This is an optimization exercise on Yosys and OpenROAD, whose aim is small area, a short achievable clock period and few clock cycles per item, not a production implementation.
The RTL was checked by simulation tests, not by an equivalence proof against the original design.
Power is estimated from default activity; no workload was simulated.

Setup of nickel:
==> flow/design.v (excerpt) <==
module linear_chirp_period_generator #(
  parameter int TIMER_CLOCK_HZ = 168000000,
  parameter int STEP_US        = 10
) (
  input  logic                          clk,
  input  logic                          rst_n,
  input  logic                          cfg_we,
  input  lcpg_pkg::cfg_idx_t            cfg_index,
  input  logic [lcpg_pkg::FREQ_W-1:0]   cfg_data,
  input  logic                          in_valid,
  output logic                          in_stall,
  input  logic                          in_restart,
  output logic                          out_valid,
  input  logic                          out_stall,
  output logic [lcpg_pkg::RELOAD_W-1:0] out_reload_value,
  output logic [lcpg_pkg::RELOAD_W-2:0] out_compare_value,
  output logic [lcpg_pkg::IDX_W-1:0]    out_step_number,
  output logic                          out_last_step
);
Size in the first run: roughly 800 flip-flops, roughly 78 I/O pins, roughly 55000 um^2 of cells after synthesis.
==> flow/config.mk <==
export PLATFORM = sky130hd
export DESIGN_NAME = linear_chirp_period_generator
export DESIGN_NICKNAME = linear_chirp_period_generator
export VERILOG_FILES = /design/flow/design.v
export SDC_FILE = /design/flow/constraint.sdc
export NUM_CORES = 4
export LEC_CHECK = 0
export CAP_MARGIN = 20
export CORE_MARGIN = 2
export CORE_UTILIZATION = 40
export SETUP_SLACK_MARGIN = 3.5
export SLEW_MARGIN = 20
==> flow/constraint.sdc <==
create_clock -name core_clock -period 7.0 [get_ports {clk}]
set_input_delay 1.4000 -clock core_clock [delete_from_list [all_inputs] [get_ports {clk}]]
set_output_delay 1.4000 -clock core_clock [all_outputs]
set_load 0.01 [all_outputs]
run.sh (not shown) runs the stock make flow with config.mk's settings and CLKGATE_MAP_FILE= SYNTH_SCRIPT=/design/flow/synth_recipe.tcl, a recipe that flattens the netlist after the stock synthesis.
Testbench counts of nickel, summed over its fixed seeds: cycles 4,032, items 2,688.
Changes in xenon relative to nickel:
--- a/flow/design.v
+++ b/flow/design.v
@@ -213,15 +213,15 @@
     end
   end
   always_ff @(posedge clk) begin
     lo_r  <= lo_c;
     lo3_r <= F3_W'(lo_r) * F3_W'(3);
     hi_r <= hi_c;
     x_r  <= FREQ_W'(cur_i) * FREQ_W'(STEP_US);
-    x3_r <= F3_W'(x_r) * F3_W'(3);
+    x3_r <= F3_W'(cur_i) * F3_W'(3 * STEP_US);
     d3_r <= (G_W+2)'(duration_r) * (G_W+2)'(3);
   end
   assign step_inc = step_r + IDX_W'(1);
   assign cur_i    = z_r ? '0 : step_inc;
   logic [G_W+2:0]    sd_t;
   logic [G_W+2:0]    sd_d1, sd_d2, sd_d3;
   logic              sd_ge1, sd_ge2, sd_ge3, sd_ge3_raw;
Notes after the runs:
- Delta (xenon minus nickel): clock tree cell share of total cell area held steady; buffering overhead shows an increase of 0.98 points; global-route usage +0.33 points; number of placement rows has increased; amount of wire on met2 after detailed routing moved up.
- Total wire length up 3.6 mm in xenon wrt nickel
- nickel ended up with sky130_fd_sc_hd__edfxtp_1 as its slowest cell on the critical path; xenon ended up with sky130_fd_sc_hd__fa_1.
- | cell count | xenon vs nickel | about 3.8% higher |
- xenon vs nickel: number of detailed-routing iterations run before antenna repair down in xenon
- nickel -> xenon: internal cell power increased by a few percent
- Part of the total power dissipated in the clock network in xenon is 0.5 points lower than in nickel
- xenon vs. nickel: highest cell delay on the worst timing path went up by 0.05 ns.
- Relative to nickel, the arrival time of data at the critical path endpoint of xenon is higher by 0.33 ns.
Testbench counts of xenon, summed over its fixed seeds: cycles 4,032, items 2,688.

--- another note on this design; it stands on its own ---

Setup of north:
## linear_chirp_period_generator
module linear_chirp_period_generator #(
  parameter int TIMER_CLOCK_HZ = 168000000,
  parameter int STEP_US        = 10
) (
  input  logic                          clk,
  input  logic                          rst_n,
  input  logic                          cfg_we,
  input  lcpg_pkg::cfg_idx_t            cfg_index,
  input  logic [lcpg_pkg::FREQ_W-1:0]   cfg_data,
  input  logic                          in_valid,
  output logic                          in_stall,
  input  logic                          in_restart,
  output logic                          out_valid,
  input  logic                          out_stall,
  output logic [lcpg_pkg::RELOAD_W-1:0] out_reload_value,
  output logic [lcpg_pkg::RELOAD_W-2:0] out_compare_value,
  output logic [lcpg_pkg::IDX_W-1:0]    out_step_number,
  output logic                          out_last_step
);
Settings: LEC_CHECK=0, CAP_MARGIN=20, CORE_MARGIN=2, CORE_UTILIZATION=40, SETUP_SLACK_MARGIN=3.8, SLEW_MARGIN=20; clock period 7.0 ns.
run.sh (not shown) runs the stock make flow with config.mk's settings and CLKGATE_MAP_FILE= SYNTH_SCRIPT=/design/flow/synth_recipe.tcl, a recipe that flattens the netlist after the stock synthesis.
Testbench counts of north, summed over its fixed seeds: cycles 4,032, items 2,688.
#### Input delta (south over north)
# north
export LEC_CHECK = 0
export CAP_MARGIN = 20
export CORE_MARGIN = 2
export CORE_UTILIZATION = 40
export SETUP_SLACK_MARGIN = 3.8
export SLEW_MARGIN = 20
create_clock -name core_clock -period 7.0 [get_ports {clk}]
# south
export LEC_CHECK = 0
export CAP_MARGIN = 20
export CORE_MARGIN = 2
export CORE_UTILIZATION = 40
export SETUP_SLACK_MARGIN = 3.5
export SLEW_MARGIN = 20
create_clock -name core_clock -period 7.0 [get_ports {clk}]
[summary]
- Relative to north, the final cell area reported for south is lower.
- south -> north: count of mapped cells out of synthesis flat
- south against north: fraction of cell area in non-clock buffers now sits lower; total power per unit cell area went down.
- south against north: cell count went down by 131; maximum clock rate shrank by about 2%; overall power now sits lower; layout overhead on the synthesized area shows a reduction of 5.3 points.
- Diff north -> south: simple-gate share of the synthesized area now sits at about the same level, wire length now sits lower.
## Diff of input files: east against south
# south
export LEC_CHECK = 0
export CAP_MARGIN = 20
export CORE_MARGIN = 2
export CORE_UTILIZATION = 40
export SETUP_SLACK_MARGIN = 3.5
export SLEW_MARGIN = 20
create_clock -name core_clock -period 7.0 [get_ports {clk}]
# east
export LEC_CHECK = 0
export CAP_MARGIN = 20
export CORE_MARGIN = 2
export CORE_UTILIZATION = 40
export SETUP_SLACK_MARGIN = 3.2
export SLEW_MARGIN = 20
create_clock -name core_clock -period 7.0 [get_ports {clk}]
==> comparison <==
- There was hardly any difference in footprint of the flip-flops and latches between south and east.
- | proportion of cell area occupied by multi-input gates | south vs east | ≈ equal |
- Of south and east, the higher combinational cell fraction of total power belongs to south.
- Re total vias in the final route: south was higher than east.
- Cmp south and east / data required time of the critical path / higher: east
- south → east: flip-flop and latch share of the layout cell area grew by 0.39 points, minimum period implied by the final worst setup slack grew by 0.16 ns, insertion delay to the later sink of the worst-skew pair held steady, total power shrank by about 2%, post-route worst setup slack shrank by 0.16 ns.
- Against south, east reports a layout overhead on the synthesized area that is lower.

[static timing again, ports no longer ideal]
No port has a modelled driver above. Below, the same layouts with a new extraction and two added sets of constraints. Step 1 (the two cells are an assumption about what drives the block):
set clk [get_ports {clk}]
set_driving_cell -lib_cell sky130_fd_sc_hd__clkbuf_16 $clk
set_driving_cell -lib_cell sky130_fd_sc_hd__buf_2 [delete_from_list [all_inputs] $clk]
Step 2 also shifts input and output timing later by t, the mid clock arrival at the registers, as if the neighbouring blocks saw the same clock. a / b / c = no drivers / after step 1 / after step 2; a / b = the first two.
| run | t (ns) | setup WS [ns] | latest minus earliest clock arrival (ns) | cell pins on the clock port's net |
|---|---|---|---|---|
| nickel | 0.784 | 3.349 / 3.349 / 3.349 | 0.044 / 0.044 | 1 |
| xenon | 0.784 | 2.986 / 2.986 / 2.986 | 0.077 / 0.078 | 1 |
| north | 0.786 | 3.554 / 3.554 / 3.513 | 0.082 / 0.083 | 1 |
| south | 0.782 | 3.487 / 3.487 / 2.955 | 0.046 / 0.047 | 1 |
| east | 0.778 | 3.329 / 3.329 / 2.945 | 0.048 / 0.048 | 1 |
After both steps every run listed still meets setup and hold. For south, which loses most, drivers alone change the setup slack by 0.000 ns; drivers and shift together by -0.532 ns.
